Background: an optimization exercise with open tools, aiming at small area, a short achievable clock period and few clock cycles per item. Do not read the settings as production practice.

## 07-02
==> flow/design.v <==
`timescale 1ns/1ps
`default_nettype none
package xoodoo_pkg;
        localparam int STATE_W = 384;
        localparam int LANE_W = 32;
        localparam int NUM_ROUNDS = 12;
        localparam logic [NUM_ROUNDS*12-1:0] ROUND_CONSTANTS = {
                12'h012, 12'h1A0, 12'h0F0, 12'h380,
                12'h02C, 12'h060, 12'h014, 12'h120,
                12'h0D0, 12'h3C0, 12'h038, 12'h058
        };
endpackage
`default_nettype wire
`timescale 1ns/1ps
`default_nettype none
package cyclist_pkg;
        localparam int BLOCK_BYTES = 16;
        localparam logic [1:0] OP_INIT    = 2'd0;
        localparam logic [1:0] OP_ABSORB  = 2'd1;
        localparam logic [1:0] OP_SQUEEZE = 2'd2;
        localparam logic [7:0] CD_FIRST_ABSORB = 8'h01;
        localparam logic [7:0] PAD_BYTE = 8'h01;
endpackage
`default_nettype wire
`timescale 1ns/1ps
`default_nettype none
module xoodoo_round (
        input  logic [11:0]  rc,
        input  logic [383:0] state_in,
        output logic [383:0] state_out
);
        function automatic logic [31:0] rotl(input logic [31:0] a, input integer n);
                rotl = (a << n) | (a >> (32 - n));
        endfunction
        logic [3:0][31:0] e;
        logic [11:0][31:0] theta;
        logic [11:0][31:0] rho_w;
        logic [11:0][31:0] chi;
        logic [11:0][31:0] rho_e;
        xoodoo_theta_effect u_effect (
                .state_in (state_in),
                .effect   (e)
        );
        always_comb begin
                for (int i = 0; i < 12; i++) begin
                        theta[i] = state_in[32*i +: 32] ^ e[i % 4];
                end
                for (int x = 0; x < 4; x++) begin
                        rho_w[x]     = theta[x];
                        rho_w[4 + x] = theta[4 + (x + 3) % 4];
                        rho_w[8 + x] = rotl(theta[8 + x], 11);
                end
                rho_w[0] = theta[0] ^ {20'h0, rc};
                for (int x = 0; x < 4; x++) begin
                        chi[x]     = rho_w[x]     ^ (~rho_w[4 + x] & rho_w[8 + x]);
                        chi[4 + x] = rho_w[4 + x] ^ (~rho_w[8 + x] & rho_w[x]);
                        chi[8 + x] = rho_w[8 + x] ^ (~rho_w[x]     & rho_w[4 + x]);
                end
                for (int x = 0; x < 4; x++) begin
                        rho_e[x]     = chi[x];
                        rho_e[4 + x] = rotl(chi[4 + x], 1);
                        rho_e[8 + x] = rotl(chi[8 + (x + 2) % 4], 8);
                end
                for (int i = 0; i < 12; i++) begin
                        state_out[32*i +: 32] = rho_e[i];
                end
        end
endmodule
module xoodoo_theta_effect (
        input  logic [383:0]      state_in,
        output logic [3:0][31:0]  effect
);
        function automatic logic [31:0] rotl(input logic [31:0] a, input integer n);
                rotl = (a << n) | (a >> (32 - n));
        endfunction
        logic [3:0][31:0] p;
        always_comb begin
                for (int x = 0; x < 4; x++) begin
                        p[x] = state_in[32*x +: 32] ^ state_in[32*(x+4) +: 32] ^ state_in[32*(x+8) +: 32];
                end
                for (int x = 0; x < 4; x++) begin
                        effect[x] = rotl(p[(x + 3) % 4], 5) ^ rotl(p[(x + 3) % 4], 14);
                end
        end
endmodule
`default_nettype wire
`timescale 1ns/1ps
`default_nettype none
module xoodoo_permute #(
        parameter int ROUNDS_PER_CYCLE = 2,
        parameter int GRP_W            = 3
) (
        input  logic [GRP_W-1:0] grp,
        input  logic [383:0]     state_in,
        output logic [383:0]     state_out
);
        logic [ROUNDS_PER_CYCLE:0][383:0]  stage;
        logic [ROUNDS_PER_CYCLE-1:0][11:0] rc;
        assign stage[0] = state_in;
        for (genvar k = 0; k < ROUNDS_PER_CYCLE; k++) begin : g_round
                assign rc[k] = xoodoo_pkg::ROUND_CONSTANTS[12*(int'(grp) * ROUNDS_PER_CYCLE + k) +: 12];
                xoodoo_round u_round (
                        .rc        (rc[k]),
                        .state_in  (stage[k]),
                        .state_out (stage[k+1])
                );
        end
        assign state_out = stage[ROUNDS_PER_CYCLE];
endmodule
`default_nettype wire
`timescale 1ns/1ps
`default_nettype none
module cyclist_state (
        input  logic         eph1,
        input  logic         rst,
        input  logic         zero,
        input  logic         use_perm,
        input  logic         absorb,
        input  logic [127:0] block,
        input  logic         first,
        input  logic         capture_digest,
        input  logic [383:0] perm_out,
        output logic [383:0] state,
        output logic [127:0] digest
);
        logic [383:0] hold;
        logic [383:0] base;
        logic [383:0] inj;
        logic [383:0] state_r;
        assign hold = zero ? '0 : state_r;
        assign base = use_perm ? perm_out : hold;
        always_comb begin
                inj = '0;
                if (absorb) begin
                        inj[127:0]   = block;
                        inj[135:128] = cyclist_pkg::PAD_BYTE;
                        inj[383:376] = first ? cyclist_pkg::CD_FIRST_ABSORB : 8'h00;
                end
        end
        always_ff @(posedge eph1) begin
                state_r <= base ^ inj;
        end
        always_ff @(posedge eph1) begin
                if (rst) begin
                        digest <= '0;
                end else if (capture_digest) begin
                        digest <= base[127:0];
                end
        end
        assign state = state_r;
endmodule
`default_nettype wire
`timescale 1ns/1ps
`default_nettype none
module cyclist_ctrl #(
        parameter int NUM_GROUPS = 12,
        parameter int GRP_W      = 4
) (
        input  logic             eph1,
        input  logic             rst,
        input  logic             start,
        input  logic [1:0]       op,
        output logic             zero,
        output logic             use_perm,
        output logic             absorb,
        output logic             first,
        output logic             capture_digest,
        output logic [GRP_W-1:0] grp,
        output logic             pad_in,
        output logic             busy,
        output logic             done
);
        localparam logic [GRP_W-1:0] LAST = GRP_W'(NUM_GROUPS - 1);
        logic             run;
        logic [GRP_W-1:0] cnt;
        logic             sqp;
        logic             phase_up;
        logic accept;
        logic last;
        logic acc_init;
        logic acc_absorb;
        logic acc_squeeze;
        assign accept      = start && !busy && !rst;
        assign last        = run && (cnt == LAST);
        assign acc_init    = accept && (op == cyclist_pkg::OP_INIT);
        assign acc_absorb  = accept && (op == cyclist_pkg::OP_ABSORB);
        assign acc_squeeze = accept && (op == cyclist_pkg::OP_SQUEEZE);
        assign grp    = cnt;
        assign pad_in = run && sqp && (cnt == '0);
        assign use_perm       = run;
        assign absorb         = acc_absorb;
        assign capture_digest = (acc_squeeze && !phase_up) || (last && sqp);
        always_ff @(posedge eph1) begin
                if (rst) begin
                        zero <= 1'b1;
                end else begin
                        zero <= acc_init;
                end
        end
        always_ff @(posedge eph1) begin
                if (rst) begin
                        run      <= 1'b0;
                        cnt      <= '0;
                        sqp      <= 1'b0;
                        phase_up <= 1'b1;
                        first    <= 1'b1;
                        busy     <= 1'b0;
                        done     <= 1'b0;
                end else if (run && !last) begin
                        cnt <= cnt + 1'b1;
                        if (!sqp && (cnt + 1'b1 == LAST)) begin
                                busy <= 1'b0;
                                done <= 1'b1;
                        end else begin
                                busy <= 1'b1;
                                done <= 1'b0;
                        end
                end else if (last && sqp) begin
                        run  <= 1'b0;
                        sqp  <= 1'b0;
                        busy <= 1'b0;
                        done <= 1'b1;
                end else begin
                        run  <= 1'b0;
                        busy <= 1'b0;
                        done <= 1'b0;
                        if (accept) begin
                                case (op)
                                        cyclist_pkg::OP_INIT: begin
                                                phase_up <= 1'b1;
                                                first    <= 1'b1;
                                                done     <= 1'b1;
                                        end
                                        cyclist_pkg::OP_ABSORB: begin
                                                phase_up <= 1'b0;
                                                first    <= 1'b0;
                                                run      <= 1'b1;
                                                cnt      <= '0;
                                                sqp      <= 1'b0;
                                                busy     <= (NUM_GROUPS > 1);
                                                done     <= (NUM_GROUPS == 1);
                                        end
                                        cyclist_pkg::OP_SQUEEZE: begin
                                                phase_up <= 1'b1;
                                                if (!phase_up) begin
                                                        done <= 1'b1;
                                                end else begin
                                                        run  <= 1'b1;
                                                        cnt  <= '0;
                                                        sqp  <= 1'b1;
                                                        busy <= 1'b1;
                                                end
                                        end
                                        default: begin
                                                done <= 1'b1;
                                        end
                                endcase
                        end
                end
        end
endmodule
`default_nettype wire
`timescale 1ns/1ps
`default_nettype none
module xoodyak_hash_top #(
        parameter int ROUNDS_PER_CYCLE = 1
) (
        input  logic         eph1,
        input  logic         rst,
        input  logic         start,
        input  logic [129:0] cmd,
        output logic         busy,
        output logic         done,
        output logic [127:0] digest
);
        localparam int NUM_GROUPS = xoodoo_pkg::NUM_ROUNDS / ROUNDS_PER_CYCLE;
        localparam int GRP_W      = (NUM_GROUPS > 1) ? $clog2(NUM_GROUPS) : 1;
        logic             zero;
        logic             use_perm;
        logic             absorb;
        logic             first;
        logic             capture_digest;
        logic [GRP_W-1:0] grp;
        logic             pad_in;
        logic [383:0] state;
        logic [383:0] perm_in;
        logic [383:0] perm_out;
        cyclist_ctrl #(
                .NUM_GROUPS (NUM_GROUPS),
                .GRP_W      (GRP_W)
        ) u_ctrl (
                .eph1           (eph1),
                .rst            (rst),
                .start          (start),
                .op             (cmd[129:128]),
                .zero           (zero),
                .use_perm       (use_perm),
                .absorb         (absorb),
                .first          (first),
                .capture_digest (capture_digest),
                .grp            (grp),
                .pad_in         (pad_in),
                .busy           (busy),
                .done           (done)
        );
        cyclist_state u_state (
                .eph1           (eph1),
                .rst            (rst),
                .zero           (zero),
                .use_perm       (use_perm),
                .absorb         (absorb),
                .block          (cmd[127:0]),
                .first          (first),
                .capture_digest (capture_digest),
                .perm_out       (perm_out),
                .state          (state),
                .digest         (digest)
        );
        assign perm_in = {state[383:1], state[0] ^ pad_in};
        xoodoo_permute #(
                .ROUNDS_PER_CYCLE (ROUNDS_PER_CYCLE),
                .GRP_W            (GRP_W)
        ) u_permute (
                .grp       (grp),
                .state_in  (perm_in),
                .state_out (perm_out)
        );
endmodule
`default_nettype wire
Settings: LEC_CHECK=0, CAP_MARGIN=20, CORE_MARGIN=2, CORE_UTILIZATION=55, PLACE_DENSITY=0.65, SLEW_MARGIN=20, SYNTH_HIERARCHICAL=1, SYNTH_MINIMUM_KEEP_SIZE=0; clock period 10.0 ns.
standard.sh (not shown) runs the stock make flow with config.mk's settings and CLKGATE_MAP_FILE= SYNTH_SCRIPT=/design/flow/synth_recipe.tcl, a recipe that flattens the netlist after the stock synthesis.
==> flow/flow/run.sh <==
#!/bin/bash
set -o pipefail
bash standard.sh SETUP_SLACK_MARGIN=6.8 "BUFFER_PORTS_ARGS=-buffer_cell sky130_fd_sc_hd__buf_1" finish > flow_make.log 2>&1
07-02 | status: complete | timing, DRC, antenna: pass
Relative to 07-02, the following input files were edited for 04-21:
- an added CTS_CLUSTER_SIZE of 20
- a change of CORE_UTILIZATION from 55 to 28
- a change of PLACE_DENSITY from 0.65 to 0.5
==> flow/flow/run.sh <==
#!/bin/bash
set -o pipefail
bash standard.sh SETUP_SLACK_MARGIN=6.5 "BUFFER_PORTS_ARGS=-buffer_cell sky130_fd_sc_hd__buf_1" finish > flow_make.log 2>&1
Results
- 07-02 | stages: all done | timing, DRC, antenna: all pass
- 04-21: full flow OK, the timing, design-rule and antenna checks passed
- Status: hold slack parity (04-21, 07-02)
- Run comparison: 07-02 highest metal layer used by the detailed router met4; 04-21 highest metal layer used by the detailed router met5
- On finished layout cell area: between 07-02 and 04-21, it ends up higher for 04-21.
- On 04-21: fraction of the cycle the final worst path needs is 2.2 points higher than what 07-02 gave.
- Going from 07-02 to 04-21, non-clock buffer instance count of the final layout decreased 4.2%, met3 routed wirelength lower, worst setup slack fell 0.22 ns, cell count went up about 20%.
No run of this note included a check of the RTL's function; only the layout flow was run.

## what the ideal ports hide
The results above use ideal ports. As a check the final layouts listed here were re-extracted and re-timed, cells and wires unchanged. Step 1 sets driving cells, clkbuf_16 on the clock port and buf_2 on the other inputs (assumed; they add their load-dependent delay and slew). Step 2, shift: input delay + t, output delay - t, t = (earliest + latest rising clock arrival at the registers) / 2. This alone moves slack from input paths to output paths. Slacks: ideal ports / drivers / drivers and shift; pairs: ideal ports / drivers.
run	t, ns	slack for setup (ns)	worst register clock-pin slew, ns
07-02	0.700	6.672 / 6.672 / 6.147	0.07 / 0.07
04-21	0.702	6.453 / 6.453 / 6.035	0.07 / 0.07
After both steps setup and hold are still met in every run listed. For 07-02, which loses most, drivers alone change the setup slack by 0.000 ns; drivers and shift together by -0.525 ns.
